What follows belongs to an exercise in optimizing a design on an open flow for small area, a short achievable clock period and few clock cycles per item; a production flow would make more cautious choices.
In this exercise RTL edits were held to simulation tests only and were not proved equivalent to the original.
No activity file was given, so power comes from the tool's default toggle rates.

== run 1 ==
// muldiv_iter
module muldiv_iter
#(
    parameter int XLEN     = 64,
    parameter bit WORD_OPS = 1
) (
    input  logic            clk,
    input  logic            rst,
    input  logic            flush,
    input  logic            in_valid,
    output logic            in_ready,
    input  logic [3:0]      op,
    input  logic [XLEN-1:0] rs1,
    input  logic [XLEN-1:0] rs2,
    output logic            out_valid,
    input  logic            out_ready,
    output logic [XLEN-1:0] result,
    output logic            busy
);
Size: roughly 2700 cells after synthesis, about 200 I/O pins, ~0.025 mm2 of cells after synthesis.
export LEC_CHECK = 0
export CAP_MARGIN = 20
export CORE_MARGIN = 2
export CORE_UTILIZATION = 45
export CTS_BUF_LIST = sky130_fd_sc_hd__clkbuf_8
export SLEW_MARGIN = 20
export TNS_END_PERCENT = 0
create_clock -name core_clock -period 10.0 [get_ports {clk}]
standard.sh (not shown) runs the stock make flow with config.mk's settings and CLKGATE_MAP_FILE= SYNTH_SCRIPT=/design/flow/synth_recipe.tcl, a recipe that flattens the netlist after the stock synthesis.
==> flow/flow/run.sh <==
#!/bin/bash
set -euo pipefail
bash standard.sh SETUP_SLACK_MARGIN=6.0 finish > standard_flow.log 2>&1
Testbench counts of run 1, summed over its fixed seeds: cycles 31,238, items 2,400.
The inputs of run 2 differ from those of run 1 as listed below.
- clearing CTS_BUF_LIST, which used to be sky130_fd_sc_hd__clkbuf_8
Findings:
In the final reports, the cell area of run 2 is larger than that of run 1. Row part of the total power dissipated in combinational logic: run 2 lower / run 1 higher. For run 2, the worst setup path startpoint was b_s2$_SDFF_PP0_, unlike run 1, where it was b_s1$_SDFF_PP1_. Final cycle utilization of the critical path (run 2 over run 1): decrease, 0.38 points. Against run 1 as the reference, run 2 delivers a lower shortest clock period the worst path allows after layout. | clock-pin slew reported for the worst setup and hold paths after clock tree synthesis | run 1 vs run 2 | ≈ equal |. Summary — routed length on met3, run 2 relative to run 1: higher, by 72 um. Re power spent charging and discharging nets: run 2 and run 1 aren't equal, and the higher value belongs to run 2. [run 2 vs run 1] worst setup slack: higher in run 2. For the relative contribution of the clock network to total power, run 2 came in 2.2 points higher than run 1 did. Compared run 2 vs run 1, and clock-buffer cell count is down in run 2. As of run 2, iteration-0 DRC count of the detailed router had risen by more than 10% compared to run 1.
Relative to run 2, the following input files were edited for run 3:
- an added SETUP_SLACK_MARGIN of 5
- a change of CORE_UTILIZATION from 45 to 50
==> flow/run.sh (new file) <==
#!/bin/bash
# synth_recipe.tcl (not shown) runs the flow's synth.tcl, then flattens the netlist and writes it again
# the make line also repeats each setting of config.mk as NAME=value (left out here)
make -C /OpenROAD-flow-scripts/flow DESIGN_CONFIG=/design/flow/config.mk WORK_HOME=/design/flow/orfs CLKGATE_MAP_FILE= SYNTH_SCRIPT=/design/flow/synth_recipe.tcl finish
removed: flow/flow/run.sh
removed: flow/standard.sh
### Flow results
- Compared with run 2, in run 3 cell count decreased about 3%; power after layout decreased about 8%; fraction of area in registers increased 1.4 points; final area decreased 4.7%.
- Higher placed instance area among run 3 and run 2: run 2
- Looking only at part of the total power dissipated in combinational logic, and setting everything else aside, the higher value of run 3 and run 2 goes to run 2.
- STATUS maximum achievable frequency: run 3 loses against run 2
What run 4 does differently from run 3 at the input level:
- changing CORE_UTILIZATION from 50 to 45
- setting CTS_BUF_LIST to sky130_fd_sc_hd__clkbuf_8 for the first time
Results
Run 4 finished all stages; the layout is clean.
Highest achievable clock rate was lower in the run labelled run 3.
There was hardly any difference in final area between run 3 and run 4.
Diff run 3..run 4 | proportion of cell area occupied by registers | negligible
The combined area of the multi-input logic cells on run 3 is in line with that on run 4.
Run 4: length of routed met3 wiring is 7.5% lower than what run 3 reported.
Going from run 3 to run 4, fraction of power consumed by combinational cells went up by 1.5 points; total power shows a reduction of about 0.6%.
As far as share of synthesized registers carrying an async set or reset goes, run 4 and run 3 are indistinguishable; the numbers are identical.
Of run 3 and run 4, the higher count of cells along the worst register-to-register path belongs to run 4.
The number of design-rule violations left by the first detailed-router iteration in run 3 is 1.11 times that in run 4.
The following lists how run 5 was set up differently from run 4:
- CTS_BUF_LIST no longer set, was sky130_fd_sc_hd__clkbuf_8
Notes after the runs:
Summary of the comparison: sequential portion of the cell area is lower in run 5, relative to run 4.
Run 5 -> run 4: complex-gate fraction of the synthesized area delta 0, exact match
Compared with run 4, run 5 has less setup slack.
Taking run 4 as the reference, in run 5 share of power burned in the clock network now sits higher; switching share of power decreased by 1.6 points relative to the old numbers; number of clock buffer instances in the layout shrank by 13; first-pass GRT wire length shrank by 600 um.
Run 5 against run 4: largest stage delay on the critical path went down, shortest period the worst path allows went up, final wirelength went down.
Changes in run 6 relative to run 5:
- CTS_BUF_LIST now sky130_fd_sc_hd__clkbuf_8, previously not set
- SETUP_SLACK_MARGIN no longer set, was 5
==> flow/flow/run.sh (new file) <==
#!/bin/bash
set -euo pipefail
bash standard.sh SETUP_SLACK_MARGIN=6.5 finish > standard_flow.log 2>&1
==> flow/standard.sh (new file) <==
#!/bin/bash
# synth_recipe.tcl (not shown) runs the flow's synth.tcl, then flattens the netlist and writes it again
# the make line also repeats each setting of config.mk as NAME=value (left out here)
make -C /OpenROAD-flow-scripts/flow DESIGN_CONFIG=/design/flow/config.mk WORK_HOME=/design/flow/orfs CLKGATE_MAP_FILE= SYNTH_SCRIPT=/design/flow/synth_recipe.tcl "${@:-finish}"
removed: flow/run.sh
[summary]
Row maximum cell stage delay along the critical path: run 6 lower / run 5 higher. Going from run 5 to run 6, share of the core filled with cells rose 1.1 points, number of clock buffers in the layout now larger, global routing usage on met3 went up by 1.3 points. Run 6 vs run 5 — largest net degree at the start of global routing climbed by more than 10%. Setup slack: run 6 more than run 5. Total power of the final layout (run 6 vs. run 5) increases slightly.

---

muldiv_iter, a different RTL version from the one above (not shown whole).
Size: ~3100 cells after synthesis, roughly 300 flip-flops, roughly 200 I/O pins, about 27000 um2 of cells after synthesis.
Settings: LEC_CHECK=0, CAP_MARGIN=20, CORE_MARGIN=2, CORE_UTILIZATION=60, SLEW_MARGIN=20; clock period 10.0 ns.
==> flow/flow/run.sh <==
#!/bin/bash
# The standard layout (the standard.sh, standard synthesis unchanged), with
# timing repair asked to leave 6.0 ns of setup slack at the 10 ns clock.
set -euo pipefail
bash standard.sh SETUP_SLACK_MARGIN=6.0 finish > standard_flow.log 2>&1
The first run completed with no timing, DRC or antenna violations.
Testbench counts at the start, summed over its fixed seeds: cycles 31,068, items 2,400.
Next try:
==> flow/run.sh (new file) <==
#!/bin/bash
# synth_recipe.tcl (not shown) runs the flow's synth.tcl, then flattens the netlist and writes it again
# the make line also repeats each setting of config.mk as NAME=value (left out here)
make -C /OpenROAD-flow-scripts/flow DESIGN_CONFIG=/design/flow/config.mk WORK_HOME=/design/flow/orfs CLKGATE_MAP_FILE= SYNTH_SCRIPT=/design/flow/synth_recipe.tcl finish
- CORE_UTILIZATION: 60 -> 45
- SETUP_SLACK_MARGIN: default -> 5
- TNS_END_PERCENT: default -> 0
removed: flow/flow/run.sh
removed: flow/standard.sh
=> The changed run produced a clean layout; sequential share of layout area climbs by 3.2 points; count of clock-buffer cells in the layout went up by 16; synthesized area stays the same; cell area goes down by roughly a tenth.
Next try:
==> flow/flow/run.sh (new file) <==
#!/bin/bash
# The standard layout (the standard.sh, standard synthesis unchanged), with
# timing repair asked to leave 6.5 ns of setup slack at the 10 ns clock.
set -euo pipefail
bash standard.sh SETUP_SLACK_MARGIN=6.5 finish > standard_flow.log 2>&1
==> flow/standard.sh (new file) <==
#!/bin/bash
# synth_recipe.tcl (not shown) runs the flow's synth.tcl, then flattens the netlist and writes it again
# the make line also repeats each setting of config.mk as NAME=value (left out here)
make -C /OpenROAD-flow-scripts/flow DESIGN_CONFIG=/design/flow/config.mk WORK_HOME=/design/flow/orfs CLKGATE_MAP_FILE= SYNTH_SCRIPT=/design/flow/synth_recipe.tcl "${@:-finish}"
- SETUP_SLACK_MARGIN: 5 -> default
- TNS_END_PERCENT: 0 -> default
removed: flow/run.sh
Die area is unchanged.
Final area grows by 15%.
Sequential power hardly moves.
Final cell count rises by 4.3%.
Core utilization increases by 7.6 points.

---

## the reference run
Another version of the RTL of muldiv_iter (not shown whole).
Size: about 290 flip-flops, about 26000 sq um of cells after synthesis.
Design muldiv_iter, start of the top module:
module muldiv_iter
#(
    parameter int XLEN     = 64,
    parameter bit WORD_OPS = 1
) (
    input  logic            clk,
    input  logic            rst,
    input  logic            flush,
    input  logic            in_valid,
    output logic            in_ready,
    input  logic [3:0]      op,
    input  logic [XLEN-1:0] rs1,
    input  logic [XLEN-1:0] rs2,
    output logic            out_valid,
    input  logic            out_ready,
    output logic [XLEN-1:0] result,
    output logic            busy
);
clock: 10.0 ns
lec_check: 0
cap_margin: 20
core_margin: 2
core_utilization: 40
slew_margin: 20
==> flow/flow/run.sh <==
#!/bin/bash
# The standard layout (the standard.sh, standard synthesis unchanged), with
# timing repair asked to leave 6.5 ns of setup slack at the 10 ns clock.
set -euo pipefail
bash standard.sh SETUP_SLACK_MARGIN=6.5 finish > standard_flow.log 2>&1
No stage failed in the reference run, and the final checks on the layout all came back clean.
Testbench counts of the reference run, summed over its fixed seeds: cycles 44,892, items 2,400.
> inputs changed (the reference run -> the trial run)
- SETUP_SLACK_MARGIN newly set to 5
==> flow/run.sh (new file) <==
#!/bin/bash
# synth_recipe.tcl (not shown) runs the flow's synth.tcl, then flattens the netlist and writes it again
# the make line also repeats each setting of config.mk as NAME=value (left out here)
make -C /OpenROAD-flow-scripts/flow DESIGN_CONFIG=/design/flow/config.mk WORK_HOME=/design/flow/orfs CLKGATE_MAP_FILE= SYNTH_SCRIPT=/design/flow/synth_recipe.tcl finish
removed: flow/flow/run.sh
removed: flow/standard.sh
[summary]
The trial run completed every stage of the flow, and the final layout passed the timing, design-rule and antenna checks.
The trial run vs the reference run: sequential share of layout area up in the trial run
Final critical-path share of the clock period up 6.6 points in the trial run wrt the reference run
The main power-consuming group comes out combinational cells in one run and sequential cells in the other, namely in the reference run and the trial run respectively.
Across both runs, area added between synthesis and finish was lower for the trial run than for the reference run.
When the trial run is measured against the reference run, its instance area at placement turns out about 0.56% lower.
The reference run -> the trial run: instance count after placement with tap cells included flat
Relative to the reference run, the placement-stage worst setup slack of the trial run is lower by 81 ps.
Clock network latency to the later pin of the worst-skew pair of the reference run is on par with the trial run.
Detailed-route wire length down 5.3% in the trial run wrt the reference run
Between the reference run and the trial run, the difference in clock-pin slew reported for the worst setup and hold paths after clock tree synthesis is negligible.
Compared with the reference run, the trial run shows routed via count that has gone down by a few percent.

-- static timing again, ports no longer ideal --
In the flow no input, the clock included, has a driving cell. The finished layouts below were timed again as built, in two steps.
Step 1, drivers: a clkbuf_16 drives clk and a buf_2 each remaining input, both assumed.
Step 2 times the ports against the registers' clock, not the clock port: input delays grow and output delays shrink by t, the midpoint of the rising clock arrivals with the driver on.
Three values: ideal ports, drivers, drivers and shift; two values: the first two.
run	shift t [ns]	setup WS [ns]	worst hold slack (ns)	clock arrival spread, ns
run 1	0.736	5.319 / 5.319 / 4.755	0.510 / 0.510 / 0.510	0.052 / 0.051
run 2	0.629	5.357 / 5.357 / 4.829	0.509 / 0.509 / 0.509	0.025 / 0.025
run 3	0.623	5.063 / 5.098 / 4.475	0.522 / 0.522 / 0.522	0.029 / 0.029
run 4	0.718	5.146 / 5.146 / 4.523	0.515 / 0.515 / 0.515	0.041 / 0.041
run 5	0.630	5.096 / 5.096 / 4.615	0.516 / 0.516 / 0.516	0.020 / 0.020
run 6	0.736	5.319 / 5.319 / 4.755	0.510 / 0.510 / 0.510	0.052 / 0.051
the first run of note 2	0.654	5.057 / 5.057 / 4.942	0.510 / 0.510 / 0.510	0.018 / 0.018
the second run of note 2	0.618	4.973 / 4.973 / 4.499	0.512 / 0.512 / 0.512	0.019 / 0.020
the third run of note 2	0.628	5.211 / 5.211 / 5.211	0.543 / 0.543 / 0.543	0.022 / 0.022
the reference run	0.635	5.880 / 5.880 / 5.570	0.494 / 0.494 / 0.494	0.034 / 0.034
the trial run	0.635	5.219 / 5.219 / 4.666	0.495 / 0.495 / 0.495	0.045 / 0.044
After both steps every run listed still meets setup and hold. For run 4, which loses most, drivers alone change the setup slack by 0.000 ns; drivers and shift together by -0.623 ns.
